This is an optimization exercise on Yosys and OpenROAD, whose aim is small area, not a production implementation. At most, simulation tests tie the RTL to the original design; equivalence was not proved. No activity file was given, so power comes from the tool's default toggle rates.

== main ==
==> flow/design.v <==
`default_nettype none
package swarq_pkg;
	localparam int WINDOW_SLOTS = 32;
	localparam int MAX_PAYLOAD  = 1400;
	localparam int MAX_RESULTS  = 32;
	localparam int SLOT_W  = $clog2(WINDOW_SLOTS);
	localparam int CNT_W   = $clog2(WINDOW_SLOTS + 1);
	localparam int RES_W   = $clog2(MAX_RESULTS);
	localparam int SEQ_W   = 16;
	localparam int SIZE_W  = 11;
	localparam int MAP_W   = 32;
	localparam int TOTAL_W = 32;
	localparam int KIND_W  = 2;
	localparam int OKIND_W = 3;
	localparam logic [KIND_W-1:0] KIND_SEND    = 2'd0;
	localparam logic [KIND_W-1:0] KIND_ACK     = 2'd1;
	localparam logic [KIND_W-1:0] KIND_FINISH  = 2'd2;
	localparam logic [KIND_W-1:0] KIND_TIMEOUT = 2'd3;
	localparam logic [OKIND_W-1:0] OUT_TX       = 3'd0;
	localparam logic [OKIND_W-1:0] OUT_RETX     = 3'd1;
	localparam logic [OKIND_W-1:0] OUT_REFUSED  = 3'd2;
	localparam logic [OKIND_W-1:0] OUT_FINISHED = 3'd3;
	localparam logic [OKIND_W-1:0] OUT_STATUS   = 3'd4;
endpackage
`default_nettype wire
`default_nettype none
module swarq_ram #(
	parameter int WIDTH = 11,
	parameter int DEPTH = 32
) (
	input  wire logic             clk,
	input  wire logic             we,
	input  wire logic [WIDTH-1:0] wdata,
	output logic      [WIDTH-1:0] rdata
);
	logic [WIDTH-1:0] ring [DEPTH];
	always_ff @(posedge clk) begin
		ring[0] <= we ? wdata : ring[DEPTH-1];
		for (int k = 1; k < DEPTH; k++) begin
			ring[k] <= ring[k-1];
		end
	end
	assign rdata = ring[0];
endmodule
`default_nettype wire
`default_nettype none
module sliding_window_arq_sender (
	input  wire logic                             clk,
	input  wire logic                             arst_n,
	input  wire logic                             start,
	output logic                                  busy,
	input  wire logic [swarq_pkg::KIND_W-1:0]     kind,
	input  wire logic [swarq_pkg::SIZE_W-1:0]     payload_size,
	input  wire logic [swarq_pkg::SEQ_W-1:0]      ack_seq,
	input  wire logic [swarq_pkg::MAP_W-1:0]      received_map,
	output logic                                  result_valid,
	output logic      [swarq_pkg::OKIND_W-1:0]    out_kind,
	output logic      [swarq_pkg::SEQ_W-1:0]      out_seq,
	output logic      [swarq_pkg::SIZE_W-1:0]     out_size,
	output logic      [swarq_pkg::TOTAL_W-1:0]    delivered_bytes,
	output logic                                  last
);
	localparam int SW = swarq_pkg::SLOT_W;
	localparam int CW = swarq_pkg::CNT_W;
	localparam logic [2:0] S_TX   = 3'(swarq_pkg::OUT_TX);
	localparam logic [2:0] S_PB   = 3'(swarq_pkg::OUT_RETX);      
	localparam logic [2:0] S_REF  = 3'(swarq_pkg::OUT_REFUSED);
	localparam logic [2:0] S_FIN  = 3'(swarq_pkg::OUT_FINISHED);
	localparam logic [2:0] S_STAT = 3'(swarq_pkg::OUT_STATUS);
	localparam logic [2:0] S_IDLE = 3'd5;
	localparam logic [2:0] S_RET  = 3'd6;                          
	localparam logic [2:0] S_PA   = 3'd7;                          
	logic [2:0]                    state_q;
	logic [swarq_pkg::SEQ_W-1:0]   base_q;
	logic [CW-1:0]                 count_q;
	logic [swarq_pkg::TOTAL_W-1:0] total_q;
	logic                          fin_q;
	logic [SW-1:0]                 pos_q;
	logic [swarq_pkg::MAP_W-1:0]   map_q;
	logic                          is_ack_q;
	logic [CW-1:0]                 aux_q;
	logic                          any_q;
	logic                          accept;
	logic                          refuse;
	logic [swarq_pkg::SEQ_W-1:0]   ahead;
	logic [CW-1:0]                 pops;
	logic                          cand;
	logic                          ret;
	logic                          we;
	logic [swarq_pkg::SIZE_W-1:0]  tap;
	localparam int LO_W = swarq_pkg::SIZE_W;
	logic [LO_W:0]                 lo_sum;
	logic                          carry_q;
	logic                          sat;
	logic [CW-1:0]                 seq_off;
	assign busy   = (state_q != S_IDLE) || (SW'(pos_q + 1'b1) != count_q[SW-1:0]);
	assign accept = start && !busy;
	assign refuse = count_q[CW-1] || (payload_size > swarq_pkg::SIZE_W'(swarq_pkg::MAX_PAYLOAD));
	assign ahead  = ack_seq - base_q;
	assign pops   = ahead[swarq_pkg::SEQ_W-1] ? '0 :
		{(ahead[swarq_pkg::SEQ_W-2:SW] != '0), ahead[SW-1:0]};
	assign we     = accept && !fin_q && (kind == swarq_pkg::KIND_SEND) && !refuse;
	assign cand   = (count_q[CW-1] || (pos_q < count_q[SW-1:0])) && !(is_ack_q && map_q[pos_q]);
	assign ret    = (state_q == S_RET) && (pos_q == '0) && (aux_q != '0) && (count_q != '0);
	assign lo_sum = {1'b0, total_q[LO_W-1:0]} + {1'b0, (ret ? tap : swarq_pkg::SIZE_W'(0))};
	assign sat    = carry_q && (&total_q[swarq_pkg::TOTAL_W-1:LO_W]);
	swarq_ram #(
		.WIDTH(swarq_pkg::SIZE_W),
		.DEPTH(swarq_pkg::WINDOW_SLOTS)
	) u_size_ring (
		.clk     (clk),
		.we      (we),
		.wdata   (payload_size),
		.rdata   (tap)
	);
	always_ff @(posedge clk or negedge arst_n) begin
		if (!arst_n) begin
			pos_q   <= '0;
			base_q  <= '0;
			count_q <= '0;
			total_q <= '0;
			carry_q <= 1'b0;
		end else begin
			pos_q   <= pos_q + SW'(!ret);
			base_q  <= base_q + swarq_pkg::SEQ_W'(ret);
			carry_q <= lo_sum[LO_W];
			if (sat) begin
				total_q <= '1;
			end else begin
				total_q <= {total_q[swarq_pkg::TOTAL_W-1:LO_W] + (swarq_pkg::TOTAL_W - LO_W)'(carry_q),
					lo_sum[LO_W-1:0]};
			end
			if (we) begin
				count_q <= count_q + 1'b1;
			end else if (ret) begin
				count_q <= count_q - 1'b1;
			end
		end
	end
	always_ff @(posedge clk or negedge arst_n) begin
		if (!arst_n) begin
			state_q <= S_IDLE;
			fin_q   <= 1'b0;
		end else begin
			case (state_q)
				S_IDLE: begin
					if (accept) begin
						if (fin_q || (kind == swarq_pkg::KIND_FINISH)) begin
							fin_q   <= 1'b1;
							state_q <= S_FIN;
						end else if (kind == swarq_pkg::KIND_SEND) begin
							state_q <= refuse ? S_REF : S_TX;
						end else begin
							state_q <= S_RET;
						end
					end
				end
				S_RET: begin
					if (((aux_q == '0) || (count_q == '0)) && (pos_q == '1)) begin
						state_q <= S_PA;
					end
				end
				S_PA: begin
					if (pos_q == '1) begin
						if (any_q || cand) begin
							state_q <= S_PB;
						end else begin
							state_q <= is_ack_q ? S_STAT : S_IDLE;
						end
					end
				end
				S_PB: begin
					if (cand && (pos_q == aux_q[SW-1:0])) begin
						state_q <= S_IDLE;
					end
				end
				default: begin
					state_q <= S_IDLE;
				end
			endcase
		end
	end
	always_ff @(posedge clk) begin
		if (accept) begin
			map_q    <= received_map;
			is_ack_q <= (kind == swarq_pkg::KIND_ACK);
			aux_q    <= (kind == swarq_pkg::KIND_ACK) ? pops : '0;
			any_q    <= 1'b0;
		end else if (ret) begin
			aux_q <= aux_q - 1'b1;
		end else if ((state_q == S_PA) && cand) begin
			any_q            <= 1'b1;
			aux_q[SW-1:0]    <= pos_q;
		end
	end
	always_comb begin
		seq_off = {1'b0, pos_q};
		if ((state_q == S_FIN) || (state_q == S_STAT)) begin
			seq_off = '0;
		end else if (state_q == S_REF) begin
			seq_off = {count_q[CW-1], pos_q};
		end
	end
	assign result_valid    = (state_q == S_TX) || (state_q == S_REF) || (state_q == S_FIN) ||
		(state_q == S_STAT) || ((state_q == S_PB) && cand);
	assign out_kind        = state_q;
	assign out_seq         = base_q + swarq_pkg::SEQ_W'(seq_off);
	assign out_size        = ((state_q == S_TX) || (state_q == S_PB)) ? tap : '0;
	assign delivered_bytes = total_q;
	assign last            = (state_q != S_PB) || (pos_q == aux_q[SW-1:0]);
endmodule
`default_nettype wire
clock: 7.0 ns
lec_check: 0
cap_margin: 20
core_margin: 2
core_utilization: 60
slew_margin: 20
standard.sh (not shown) runs the stock make flow with config.mk's settings and CLKGATE_MAP_FILE= SYNTH_SCRIPT=/design/flow/synth_recipe.tcl, a recipe that flattens the netlist after the stock synthesis.
==> flow/flow/run.sh <==
#!/bin/bash
# The standard ORFS layout with these changes:
#  - synthesis maps logic with an area-oriented ABC script (flow/abc.script, with a 60 s
#    &deepsyn restructuring pass) and without the
#    half/full-adder cell mapping and the Kogge-Stone carry lookahead (registers unchanged);
#  - port buffers use the smallest buffer cell;
#  - the clock tree uses small clock buffers and no dummy loads.
# ORFS's own output goes to standard.log; each step's log is under orfs/logs/.
set -euo pipefail
work=$(pwd)
sd=$work/scripts_abc
rm -rf "$sd"
mkdir -p "$sd"
for f in "$FLOW_HOME"/scripts/*; do ln -s "$f" "$sd/"; done
rm "$sd/abc_speed.script"
cp flow/abc.script "$sd/abc_speed.script"
bash standard.sh "SCRIPTS_DIR=$sd" "ADDER_MAP_FILE=" "SYNTH_OPERATIONS_ARGS=-nofsm" \
	"BUFFER_PORTS_ARGS=-buffer_cell sky130_fd_sc_hd__buf_1" \
	"CTS_ARGS=-sink_clustering_enable -repair_clock_nets -dont_use_dummy_load -buf_list sky130_fd_sc_hd__clkbuf_4 -sink_clustering_size 10 -sink_clustering_max_diameter 40" \
	finish > standard.log 2>&1
==> flow/flow/abc.script <==
strash
ifraig
scorr
dc2
dretime
strash
&get -n
&deepsyn -T 60
&dch -f
&nf -R 1000
&put
Modified inputs, the feature branch compared to main
diff --git a/flow/design.v b/flow/design.v
--- a/flow/design.v
+++ b/flow/design.v
@@ -77,11 +77,11 @@
 	logic                          fin_q;
 	logic [SW-1:0]                 pos_q;
 	logic [swarq_pkg::MAP_W-1:0]   map_q;
 	logic                          is_ack_q;
 	logic [CW-1:0]                 aux_q;
-	logic                          any_q;
+	logic                          any;
 	logic                          accept;
 	logic                          refuse;
 	logic [swarq_pkg::SEQ_W-1:0]   ahead;
 	logic [CW-1:0]                 pops;
 	logic                          cand;
@@ -100,10 +100,11 @@
 	assign pops   = ahead[swarq_pkg::SEQ_W-1] ? '0 :
 		{(ahead[swarq_pkg::SEQ_W-2:SW] != '0), ahead[SW-1:0]};
 	assign we     = accept && !fin_q && (kind == swarq_pkg::KIND_SEND) && !refuse;
 	assign cand   = (count_q[CW-1] || (pos_q < count_q[SW-1:0])) && !(is_ack_q && map_q[pos_q]);
 	assign ret    = (state_q == S_RET) && (pos_q == '0) && (aux_q != '0) && (count_q != '0);
+	assign any    = aux_q[CW-1] && (count_q != '0);
 	assign lo_sum = {1'b0, total_q[LO_W-1:0]} + {1'b0, (ret ? tap : swarq_pkg::SIZE_W'(0))};
 	assign sat    = carry_q && (&total_q[swarq_pkg::TOTAL_W-1:LO_W]);
 	swarq_ram #(
 		.WIDTH(swarq_pkg::SIZE_W),
 		.DEPTH(swarq_pkg::WINDOW_SLOTS)
@@ -160,11 +161,11 @@
 						state_q <= S_PA;
 					end
 				end
 				S_PA: begin
 					if (pos_q == '1) begin
-						if (any_q || cand) begin
+						if (any || cand) begin
 							state_q <= S_PB;
 						end else begin
 							state_q <= is_ack_q ? S_STAT : S_IDLE;
 						end
 					end
@@ -183,16 +184,14 @@
 	always_ff @(posedge clk) begin
 		if (accept) begin
 			map_q    <= received_map;
 			is_ack_q <= (kind == swarq_pkg::KIND_ACK);
 			aux_q    <= (kind == swarq_pkg::KIND_ACK) ? pops : '0;
-			any_q    <= 1'b0;
 		end else if (ret) begin
 			aux_q <= aux_q - 1'b1;
 		end else if ((state_q == S_PA) && cand) begin
-			any_q            <= 1'b1;
-			aux_q[SW-1:0]    <= pos_q;
+			aux_q <= {1'b1, pos_q};
 		end
 	end
 	always_comb begin
 		seq_off = {1'b0, pos_q};
 		if ((state_q == S_FIN) || (state_q == S_STAT)) begin
--- outcome ---
On global-route usage, the lower figure sits with main, not the feature branch.
Going from main to the feature branch, clock network fraction of design power shrank by 1.1 points; fraction of power spent switching nets rose by 1.6 points; highest cell delay on the worst timing path grew by 0.11 ns.
Leakage power: main vs the feature branch — no meaningful difference
Number of instances in the synthesized netlist (higher): main
Area share of fa/ha/maj cells after synthesis of main is on par with the feature branch.
Run comparison: the feature branch routing layer with the top usage in global route met1; main routing layer with the top usage in global route met2
The RTL of main was laid out without a check of its function.

==> re-timing with driven ports <==
The flow's constraints put no driver on any port. The routed layouts listed below were extracted and timed again, unchanged, in two steps. Step 1: set_driving_cell puts a clkbuf_16 on clk and a buf_2 on each other input, an assumption about the parent block. Step 2 moves the port delays by t, midway between the first and last clock arrival at a register: inputs arrive t later, outputs are due t later. That takes back most of the time a late clock gives input paths. Three values: ideal ports, drivers, drivers and shift; two values: the first two.
run | t (ns) | slack for setup (ns) | slew at the worst register clock pin (ns)
main | 0.668 | 1.037 / 0.997 / 1.665 | 0.10 / 0.10
the feature branch | 0.686 | 0.397 / 0.356 / 1.042 | 0.10 / 0.10
After both steps every run listed still meets setup and hold.
